Background: an optimization exercise with open tools, aiming at small area. Do not read the settings as production practice. Function was checked by simulation only, so behaviour that the tests miss may differ from the original. Power and IR drop assume default switching activity. The clock port is modelled as an ideal driver; clocking choices that lean on that would not hold on a real chip.

==> flow/design.v <==
`default_nettype none
package rv_pkg;
    localparam int XLEN       = 32;
    localparam int REG_ADDR_W = 5;
    localparam int SLICE = 4;
    localparam int NPH   = XLEN / SLICE;
    localparam int PH_W  = 3;
    localparam logic [6:0] OPC_OP_IMM = 7'b0010011;
    localparam logic [6:0] OPC_STORE  = 7'b0100011;
    localparam logic [6:0] OPC_LOAD   = 7'b0000011;
    localparam logic [6:0] OPC_LUI    = 7'b0110111;
    localparam logic [6:0] OPC_AUIPC  = 7'b0010111;
    localparam logic [6:0] OPC_JAL    = 7'b1101111;
    localparam logic [6:0] OPC_JALR   = 7'b1100111;
    localparam logic [2:0] F3_ADDI = 3'b000;
    localparam logic [2:0] F3_SW   = 3'b010;
    localparam logic [2:0] F3_LW   = 3'b010;
    localparam logic [2:0] F3_JALR = 3'b000;
    localparam logic [7:0] WMASK_WORD = 8'b0000_1111;
endpackage
`default_nettype wire
`timescale 1ns/1ps
`default_nettype none
import rv_pkg::*;
module rv_pc_reg
(
    input  wire logic            clk_i,
    input  wire logic            load_i,
    input  wire logic [XLEN-1:0] addr_next_i,
    output logic      [XLEN-1:0] addr_o
);
    always_ff @(posedge clk_i) begin
        if (load_i) begin
            addr_o <= addr_next_i;
        end
    end
endmodule
`default_nettype wire
`timescale 1ns/1ps
`default_nettype none
import rv_pkg::*;
module rv_idu
(
    input  wire logic [XLEN-1:0] inst_i,
    input  wire logic [PH_W-1:0] ph_i,
    output logic                 addi_o,
    output logic                 lui_o,
    output logic                 auipc_o,
    output logic                 jal_o,
    output logic                 jalr_o,
    output logic                 lw_o,
    output logic                 sw_o,
    output logic    [SLICE-1:0]  imm_slice_o
);
    logic [6:0]      opcode;
    logic [2:0]      funct3;
    assign opcode = inst_i[6:0];
    assign funct3 = inst_i[14:12];
    assign addi_o  = (opcode == OPC_OP_IMM) && (funct3 == F3_ADDI);
    assign lui_o   = (opcode == OPC_LUI);
    assign auipc_o = (opcode == OPC_AUIPC);
    assign jal_o   = (opcode == OPC_JAL);
    assign jalr_o  = (opcode == OPC_JALR) && (funct3 == F3_JALR);
    assign lw_o    = (opcode == OPC_LOAD) && (funct3 == F3_LW);
    assign sw_o    = (opcode == OPC_STORE) && (funct3 == F3_SW);
    logic            fmt_s;
    logic            fmt_u;
    logic            fmt_j;
    logic [SLICE-1:0] sgn;
    assign fmt_s = sw_o;
    assign fmt_u = lui_o | auipc_o;
    assign fmt_j = jal_o;
    assign sgn   = {SLICE{inst_i[31]}};
    always_comb begin
        case (ph_i)
            3'd0: imm_slice_o = fmt_u ? '0 : fmt_s ? inst_i[10:7] :
                                fmt_j ? {inst_i[23:21], 1'b0} : inst_i[23:20];
            3'd1: imm_slice_o = fmt_u ? '0 : fmt_s ? {inst_i[27:25], inst_i[11]} : inst_i[27:24];
            3'd2: imm_slice_o = fmt_u ? '0 : fmt_j ? {inst_i[20], inst_i[30:28]} : inst_i[31:28];
            3'd3: imm_slice_o = (fmt_u | fmt_j) ? inst_i[15:12] : sgn;
            3'd4: imm_slice_o = (fmt_u | fmt_j) ? inst_i[19:16] : sgn;
            3'd5: imm_slice_o = fmt_u ? inst_i[23:20] : sgn;
            3'd6: imm_slice_o = fmt_u ? inst_i[27:24] : sgn;
            default: imm_slice_o = fmt_u ? inst_i[31:28] : sgn;
        endcase
    end
endmodule
`default_nettype wire
`timescale 1ns/1ps
`default_nettype none
import rv_pkg::*;
module rv_regfile
(
    input  wire logic                  clk_i,
    input  wire logic                  clr_i,
    input  wire logic [REG_ADDR_W-1:0] raddr_i,
    output logic      [SLICE-1:0]      rdata_o,
    input  wire logic                  wen_i,
    input  wire logic [REG_ADDR_W-1:0] waddr_i,
    input  wire logic [SLICE-1:0]      wdata_i
);
    localparam int NUM_REGS = 2 ** REG_ADDR_W;
    logic [SLICE-1:0] slice [NUM_REGS];
    assign slice[0] = '0;
    for (genvar r = 1; r < NUM_REGS; r++) begin : g_reg
        logic [XLEN-1:0] q;
        logic            we;
        assign we = clr_i | (wen_i & (waddr_i == REG_ADDR_W'(r)));
        always_ff @(posedge clk_i) begin
            q <= {we ? wdata_i : q[SLICE-1:0], q[XLEN-1:SLICE]};
        end
        assign slice[r] = q[SLICE-1:0];
    end
    assign rdata_o = slice[raddr_i];
endmodule
`default_nettype wire
`timescale 1ns/1ps
`default_nettype none
import rv_pkg::*;
module rv_exu
(
    input  wire logic             clk_i,
    input  wire logic             first_i,
    input  wire logic [SLICE-1:0] a_i,
    input  wire logic [SLICE-1:0] b_i,
    input  wire logic [SLICE-1:0] pc_i,
    output logic      [SLICE-1:0] sum_o,
    output logic      [SLICE-1:0] link_o
);
    logic cy_q;
    logic lcy_q;
    logic cy;
    logic lcy;
    assign {cy, sum_o}   = a_i + b_i + SLICE'(first_i ? 1'b0 : cy_q);
    assign {lcy, link_o} = pc_i + (first_i ? SLICE'(4) : SLICE'(lcy_q));
    always_ff @(posedge clk_i) begin
        cy_q  <= cy;
        lcy_q <= lcy;
    end
endmodule
`default_nettype wire
`timescale 1ns/1ps
`default_nettype none
import rv_pkg::*;
module rv_core_top
(
    input  wire logic            clk_i,
    input  wire logic            rst_n_i,
    output logic      [XLEN-1:0] inst_addr_o,
    input  wire logic [XLEN-1:0] inst_i,
    output logic                 mem_wen_o,
    output logic      [XLEN-1:0] mem_waddr_o,
    output logic      [XLEN-1:0] mem_wdata_o,
    output logic      [7:0]      mem_wmask_o,
    output logic      [XLEN-1:0] mem_raddr_o,
    input  wire logic [XLEN-1:0] mem_rdata_i
);
    logic [PH_W-1:0]  ph_q;
    logic             clr_q;
    logic             lw2_q;
    logic             sw2_q;
    logic             p1;
    logic             first;
    logic             last;
    logic             addi, lui, auipc, jal, jalr, lw, sw;
    logic [SLICE-1:0] imm_slice;
    logic [SLICE-1:0] rs_slice;
    logic [SLICE-1:0] ld_slice;
    logic [SLICE-1:0] op1;
    logic [SLICE-1:0] sum;
    logic [SLICE-1:0] link;
    logic [XLEN-1:0]  addr;
    logic [REG_ADDR_W-1:0] fld_q;
    logic [REG_ADDR_W-1:0] rf_raddr;
    logic [REG_ADDR_W-1:0] rf_waddr;
    logic             rf_wen;
    logic [SLICE-1:0] rf_wdata;
    logic [XLEN-1:0]  x_q;
    logic [XLEN-1:0]  x_next;
    logic [SLICE-1:0] x_in;
    logic [XLEN-1:0]  y_q;
    logic [SLICE-1:0] y_in;
    assign first = (ph_q == '0);
    assign last  = (ph_q == PH_W'(NPH - 1));
    assign p1    = ~clr_q & ~lw2_q & ~sw2_q;
    always_ff @(posedge clk_i or negedge rst_n_i) begin
        if (!rst_n_i) begin
            ph_q  <= '0;
            clr_q <= 1'b1;
            lw2_q <= 1'b0;
            sw2_q <= 1'b0;
        end else begin
            ph_q  <= ph_q + 1'b1;
            if (last) begin
                clr_q <= 1'b0;
                lw2_q <= p1 & lw;
                sw2_q <= p1 & sw;
            end
        end
    end
    always_ff @(posedge clk_i) begin
        if (p1) begin
            fld_q <= sw ? inst_i[24:20] : inst_i[11:7];
        end
    end
    rv_idu i_rv_idu (
        .inst_i      (inst_i),
        .ph_i        (ph_q),
        .addi_o      (addi),
        .lui_o       (lui),
        .auipc_o     (auipc),
        .jal_o       (jal),
        .jalr_o      (jalr),
        .lw_o        (lw),
        .sw_o        (sw),
        .imm_slice_o (imm_slice)
    );
    assign rf_raddr = sw2_q ? fld_q : inst_i[19:15];
    assign rf_waddr = lw2_q ? fld_q : inst_i[11:7];
    rv_regfile i_rv_regfile (
        .clk_i    (clk_i),
        .clr_i    (clr_q),
        .raddr_i  (rf_raddr),
        .rdata_o  (rs_slice),
        .wen_i    (rf_wen),
        .waddr_i  (rf_waddr),
        .wdata_i  (rf_wdata)
    );
    rv_pc_reg i_rv_pc_reg (
        .clk_i       (clk_i),
        .load_i      (last),
        .addr_next_i (x_next),
        .addr_o      (addr)
    );
    assign op1 = lui ? '0 : ((auipc | jal) ? x_q[SLICE-1:0] : rs_slice);
    rv_exu i_rv_exu (
        .clk_i   (clk_i),
        .first_i (first),
        .a_i     (op1),
        .b_i     (imm_slice),
        .pc_i    (x_q[SLICE-1:0]),
        .sum_o   (sum),
        .link_o  (link)
    );
    assign rf_wen   = lw2_q | (p1 & (addi | lui | auipc | jal | jalr));
    assign ld_slice = mem_rdata_i[ph_q*SLICE +: SLICE];
    always_comb begin
        if (clr_q) begin
            rf_wdata = '0;
        end else if (lw2_q) begin
            rf_wdata = ld_slice;
        end else if (jal | jalr) begin
            rf_wdata = link;
        end else begin
            rf_wdata = sum;
        end
    end
    always_comb begin
        if (clr_q) begin
            x_in = '0;
        end else if (lw2_q | sw2_q) begin
            x_in = y_q[SLICE-1:0];
        end else if (jal | jalr | lw | sw) begin
            x_in = {sum[SLICE-1:1], sum[0] & ~(jalr & first)};
        end else begin
            x_in = link;
        end
    end
    assign x_next = {x_in, x_q[XLEN-1:SLICE]};
    assign y_in   = sw2_q ? rs_slice : link;
    always_ff @(posedge clk_i) begin
        x_q <= x_next;
        y_q <= {y_in, y_q[XLEN-1:SLICE]};
    end
    assign inst_addr_o = addr;
    assign mem_raddr_o = addr;
    assign mem_waddr_o = addr;
    assign mem_wdata_o = {rs_slice, y_q[XLEN-1:SLICE]};
    assign mem_wmask_o = WMASK_WORD;
    assign mem_wen_o   = sw2_q & last;
endmodule
`default_nettype wire
clock: 13.0 ns
lec_check: 0
cap_margin: 20
core_margin: 2
core_utilization: 70
slew_margin: 20
standard.sh (not shown) runs the stock make flow with config.mk's settings and CLKGATE_MAP_FILE= SYNTH_SCRIPT=/design/flow/synth_recipe.tcl, a recipe that flattens the netlist after the stock synthesis.
==> flow/flow/run.sh <==
#!/bin/bash
# Own layout flow: the standard ORFS flow (bash standard.sh) with
#  - an area-oriented ABC mapping script (a private copy of the ORFS scripts
#    folder in which only abc_area.script differs, used with ABC_AREA=1),
#  - port buffers of the smallest buffer cell,
#  - a clock tree of larger sink clusters and no dummy loads.
# Each tool's output goes to a log file in the work folder.
set -euo pipefail
rm -rf scripts
cp -r "$FLOW_HOME/scripts" scripts
printf '%s\n' strash '&get -n' '&st' '&dch' '&nf -R 1000' '&st' '&dch' '&nf -R 1000' '&put' \
    > scripts/abc_area.script
CTS="-sink_clustering_enable -repair_clock_nets -dont_use_dummy_load"
CTS="$CTS -buf_list sky130_fd_sc_hd__clkbuf_16 -sink_clustering_size 35 -sink_clustering_max_diameter 80"
bash standard.sh \
    "SCRIPTS_DIR=$PWD/scripts" \
    "ABC_AREA=1" \
    "BUFFER_PORTS_ARGS=-buffer_cell sky130_fd_sc_hd__buf_1" \
    "CTS_ARGS=$CTS" \
    finish > standard.log 2>&1
Next try:
--- a/flow/design.v
+++ b/flow/design.v
@@ -157,10 +157,11 @@
 );
     logic [PH_W-1:0]  ph_q;
     logic             clr_q;
     logic             lw2_q;
     logic             sw2_q;
+    logic             wen_q;
     logic             p1;
     logic             first;
     logic             last;
     logic             addi, lui, auipc, jal, jalr, lw, sw;
     logic [SLICE-1:0] imm_slice;
@@ -187,12 +188,14 @@
         if (!rst_n_i) begin
             ph_q  <= '0;
             clr_q <= 1'b1;
             lw2_q <= 1'b0;
             sw2_q <= 1'b0;
+            wen_q <= 1'b0;
         end else begin
             ph_q  <= ph_q + 1'b1;
+            wen_q <= sw2_q & (ph_q == PH_W'(NPH - 2));
             if (last) begin
                 clr_q <= 1'b0;
                 lw2_q <= p1 & lw;
                 sw2_q <= p1 & sw;
             end
@@ -275,8 +278,8 @@
     assign inst_addr_o = addr;
     assign mem_raddr_o = addr;
     assign mem_waddr_o = addr;
     assign mem_wdata_o = {rs_slice, y_q[XLEN-1:SLICE]};
     assign mem_wmask_o = WMASK_WORD;
-    assign mem_wen_o   = sw2_q & last;
-endmodule
-`default_nettype wire
+    assign mem_wen_o   = wen_q;
+endmodule
+`default_nettype wire
Outcome: The changed run finished with timing, DRC and antenna clean; fmax rose by about 2.6%; cell count stays the same; clock skew fell by 73 ps; core utilization barely changes; setup slack gains 200 ps.


v6:
Starts from the design.v that is shown in full above.
Settings: LEC_CHECK=0, CAP_MARGIN=20, CORE_MARGIN=2, CORE_UTILIZATION=60, SLEW_MARGIN=20; clock period 13.0 ns.
Scripts as last shown in full above: flow/flow/run.sh
Setup changes, v6 to v7
--- a/flow/design.v
+++ b/flow/design.v
@@ -157,10 +157,11 @@
 );
     logic [PH_W-1:0]  ph_q;
     logic             clr_q;
     logic             lw2_q;
     logic             sw2_q;
+    logic             wen_q;
     logic             p1;
     logic             first;
     logic             last;
     logic             addi, lui, auipc, jal, jalr, lw, sw;
     logic [SLICE-1:0] imm_slice;
@@ -187,12 +188,14 @@
         if (!rst_n_i) begin
             ph_q  <= '0;
             clr_q <= 1'b1;
             lw2_q <= 1'b0;
             sw2_q <= 1'b0;
+            wen_q <= 1'b0;
         end else begin
             ph_q  <= ph_q + 1'b1;
+            wen_q <= sw2_q & (ph_q == PH_W'(NPH - 2));
             if (last) begin
                 clr_q <= 1'b0;
                 lw2_q <= p1 & lw;
                 sw2_q <= p1 & sw;
             end
@@ -275,8 +278,8 @@
     assign inst_addr_o = addr;
     assign mem_raddr_o = addr;
     assign mem_waddr_o = addr;
     assign mem_wdata_o = {rs_slice, y_q[XLEN-1:SLICE]};
     assign mem_wmask_o = WMASK_WORD;
-    assign mem_wen_o   = sw2_q & last;
-endmodule
-`default_nettype wire
+    assign mem_wen_o   = wen_q;
+endmodule
+`default_nettype wire
--- outcome ---
On met2 capacity usage during global routing: between v7 and v6, it ends up higher for v6.
The higher worst slew margin relative to its limit came out of v7.
v7 ended with less final period utilization than v6.
The switching fraction of total power on v7 is in line with that on v6.
v6 → v7: fraction of registers with async set/reset has remained practically unchanged, post-layout minimum cycle time -0.046 ns, length of routed met2 wiring shrank by about 1.4%.


Another version of the RTL of rv_core_top (not shown whole).
Size: ~1100 flip-flops, about 27000 um2 of cells after synthesis.
==> module rv_core_top, before the edit <==
module rv_core_top
(
    input  wire logic            clk_i,
    input  wire logic            rst_n_i,
    output logic      [XLEN-1:0] inst_addr_o,
    input  wire logic [XLEN-1:0] inst_i,
    output logic                 mem_wen_o,
    output logic      [XLEN-1:0] mem_waddr_o,
    output logic      [XLEN-1:0] mem_wdata_o,
    output logic      [7:0]      mem_wmask_o,
    output logic      [XLEN-1:0] mem_raddr_o,
    input  wire logic [XLEN-1:0] mem_rdata_i
);
    logic [PH_W-1:0]  ph_q;
    logic             clr_q;
    logic             lw2_q;
    logic             sw2_q;
    logic             p1;
    logic             first;
    logic             last;
    logic             addi, lui, auipc, jal, jalr, lw, sw;
    logic [SLICE-1:0] imm_slice;
    logic [SLICE-1:0] rs_slice;
    logic [SLICE-1:0] ld_slice;
    logic [SLICE-1:0] op1;
    logic [SLICE-1:0] sum;
    logic [SLICE-1:0] link;
    logic [XLEN-1:0]  addr;
    logic [REG_ADDR_W-1:0] fld_q;
    logic [REG_ADDR_W-1:0] rf_raddr;
    logic [REG_ADDR_W-1:0] rf_waddr;
    logic             rf_wen;
    logic [SLICE-1:0] rf_wdata;
    logic [XLEN-1:0]  x_q;
    logic [XLEN-1:0]  x_next;
    logic [SLICE-1:0] x_in;
    logic [XLEN-1:0]  y_q;
    logic [SLICE-1:0] y_in;
    assign first = (ph_q == '0);
    assign last  = (ph_q == PH_W'(NPH - 1));
    assign p1    = ~clr_q & ~lw2_q & ~sw2_q;
    always_ff @(posedge clk_i or negedge rst_n_i) begin
        if (!rst_n_i) begin
            ph_q  <= '0;
            clr_q <= 1'b1;
            lw2_q <= 1'b0;
            sw2_q <= 1'b0;
        end else begin
            ph_q  <= ph_q + 1'b1;
            if (last) begin
                clr_q <= 1'b0;
                lw2_q <= p1 & lw;
                sw2_q <= p1 & sw;
            end
        end
    end
    always_ff @(posedge clk_i) begin
        if (p1) begin
            fld_q <= sw ? inst_i[24:20] : inst_i[11:7];
        end
    end
    rv_idu i_rv_idu (
        .inst_i      (inst_i),
        .ph_i        (ph_q),
        .addi_o      (addi),
        .lui_o       (lui),
        .auipc_o     (auipc),
        .jal_o       (jal),
        .jalr_o      (jalr),
        .lw_o        (lw),
        .sw_o        (sw),
        .imm_slice_o (imm_slice)
    );
    assign rf_raddr = sw2_q ? fld_q : inst_i[19:15];
    assign rf_waddr = lw2_q ? fld_q : inst_i[11:7];
    rv_regfile i_rv_regfile (
        .clk_i    (clk_i),
        .clr_i    (clr_q),
        .raddr_i  (rf_raddr),
        .rdata_o  (rs_slice),
        .wen_i    (rf_wen),
        .waddr_i  (rf_waddr),
        .wdata_i  (rf_wdata)
    );
    rv_pc_reg i_rv_pc_reg (
        .clk_i       (clk_i),
        .load_i      (last),
        .addr_next_i (x_next),
        .addr_o      (addr)
    );
    assign op1 = lui ? '0 : ((auipc | jal) ? x_q[SLICE-1:0] : rs_slice);
    rv_exu i_rv_exu (
        .clk_i   (clk_i),
        .first_i (first),
        .a_i     (op1),
        .b_i     (imm_slice),
        .pc_i    (x_q[SLICE-1:0]),
        .sum_o   (sum),
        .link_o  (link)
    );
    assign rf_wen   = lw2_q | (p1 & (addi | lui | auipc | jal | jalr));
    always_comb begin
        ld_slice = '0;
        for (int i = 0; i < NPH; i++) begin
            ld_slice = ld_slice | (mem_rdata_i[i*SLICE +: SLICE] & {SLICE{ph_q == PH_W'(i)}});
        end
    end
    always_comb begin
        if (clr_q) begin
            rf_wdata = '0;
        end else if (lw2_q) begin
            rf_wdata = ld_slice;
        end else if (jal | jalr) begin
            rf_wdata = link;
        end else begin
            rf_wdata = sum;
        end
    end
    always_comb begin
        if (clr_q) begin
            x_in = '0;
        end else if (lw2_q | sw2_q) begin
            x_in = y_q[SLICE-1:0];
        end else if (jal | jalr | lw | sw) begin
            x_in = {sum[SLICE-1:1], sum[0] & ~(jalr & first)};
        end else begin
            x_in = link;
        end
    end
    assign x_next = {x_in, x_q[XLEN-1:SLICE]};
    assign y_in   = sw2_q ? rs_slice : link;
    always_ff @(posedge clk_i) begin
        x_q <= x_next;
        y_q <= {y_in, y_q[XLEN-1:SLICE]};
    end
    assign inst_addr_o = addr;
    assign mem_raddr_o = addr;
    assign mem_waddr_o = addr;
    assign mem_wdata_o = {rs_slice, y_q[XLEN-1:SLICE]};
    assign mem_wmask_o = WMASK_WORD;
    assign mem_wen_o   = sw2_q & last;
endmodule
export LEC_CHECK = 0
export CAP_MARGIN = 20
export CORE_MARGIN = 2
export CORE_UTILIZATION = 60
export SLEW_MARGIN = 20
create_clock -name core_clock -period 13.0 [get_ports {clk_i}]
==> flow/flow/run.sh <==
#!/bin/bash
# Own layout flow: the standard ORFS flow (bash standard.sh) with
#  - an area-oriented ABC mapping script (a private copy of the ORFS scripts
#    folder in which only abc_area.script differs, used with ABC_AREA=1),
#  - port buffers of the smallest buffer cell,
#  - a clock tree of larger sink clusters and no dummy loads.
# Each tool's output goes to a log file in the work folder.
set -euo pipefail
rm -rf scripts
cp -r "$FLOW_HOME/scripts" scripts
printf '%s\n' strash '&get -n' '&st' '&dch' '&nf -R 1000' '&st' '&dch' '&nf -R 1000' '&put' \
    > scripts/abc_area.script
CTS="-sink_clustering_enable -repair_clock_nets -dont_use_dummy_load"
CTS="$CTS -buf_list sky130_fd_sc_hd__clkbuf_16 -sink_clustering_size 36 -sink_clustering_max_diameter 90"
bash standard.sh \
    "SCRIPTS_DIR=$PWD/scripts" \
    "ABC_AREA=1" \
    "BUFFER_PORTS_ARGS=-buffer_cell sky130_fd_sc_hd__buf_1" \
    "CTS_ARGS=$CTS" \
    finish > standard.log 2>&1
Then changed:
--- a/flow/design.v
+++ b/flow/design.v
@@ -275,10 +275,5 @@
     );
     assign rf_wen   = lw2_q | (p1 & (addi | lui | auipc | jal | jalr));
-    always_comb begin
-        ld_slice = '0;
-        for (int i = 0; i < NPH; i++) begin
-            ld_slice = ld_slice | (mem_rdata_i[i*SLICE +: SLICE] & {SLICE{ph_q == PH_W'(i)}});
-        end
-    end
+    assign ld_slice = mem_rdata_i[ph_q*SLICE +: SLICE];
     always_comb begin
         if (clr_q) begin
=> The new run ran to the end with no violations; worst setup slack improved by 0.28 ns; global-route usage grows by 0.30 points; design area stays flat; clock-buffer cell count does not change; total power is about the same.

port drivers added, routing unchanged:
The results above use ideal ports. As a check the final layouts listed here were re-extracted and re-timed, cells and wires unchanged.
Step 1, drivers: a clkbuf_16 drives clk_i and a buf_2 each remaining input, both assumed.
Step 2 also shifts input and output timing later by t, the mid clock arrival at the registers, as if the neighbouring blocks saw the same clock.
Slacks: no drivers / after step 1 / after step 2; pairs: no drivers / after step 1.
run	shift t [ns]	setup WS [ns]	hold slack, ns	worst register clock-pin slew, ns	cell pins on the clock port's net
the first run of note 1	0.620	5.152 / 5.128 / 5.128	0.285 / 0.285 / 0.285	0.12 / 0.12	1
the second run of note 1	0.637	5.350 / 5.296 / 5.296	0.294 / 0.294 / 0.294	0.12 / 0.12	1
v6	0.615	5.262 / 5.191 / 5.191	0.272 / 0.272 / 0.272	0.12 / 0.12	1
v7	0.629	5.307 / 5.278 / 5.278	0.258 / 0.258 / 0.258	0.12 / 0.12	1
the first run of note 3	0.629	4.961 / 4.937 / 4.937	0.303 / 0.303 / 0.303	0.12 / 0.12	1
the second run of note 3	0.624	5.238 / 5.206 / 5.206	0.302 / 0.302 / 0.302	0.12 / 0.12	1
After both steps every run listed still meets setup and hold. For v6, which loses most, drivers alone change the setup slack by -0.071 ns; drivers and shift together by -0.071 ns.
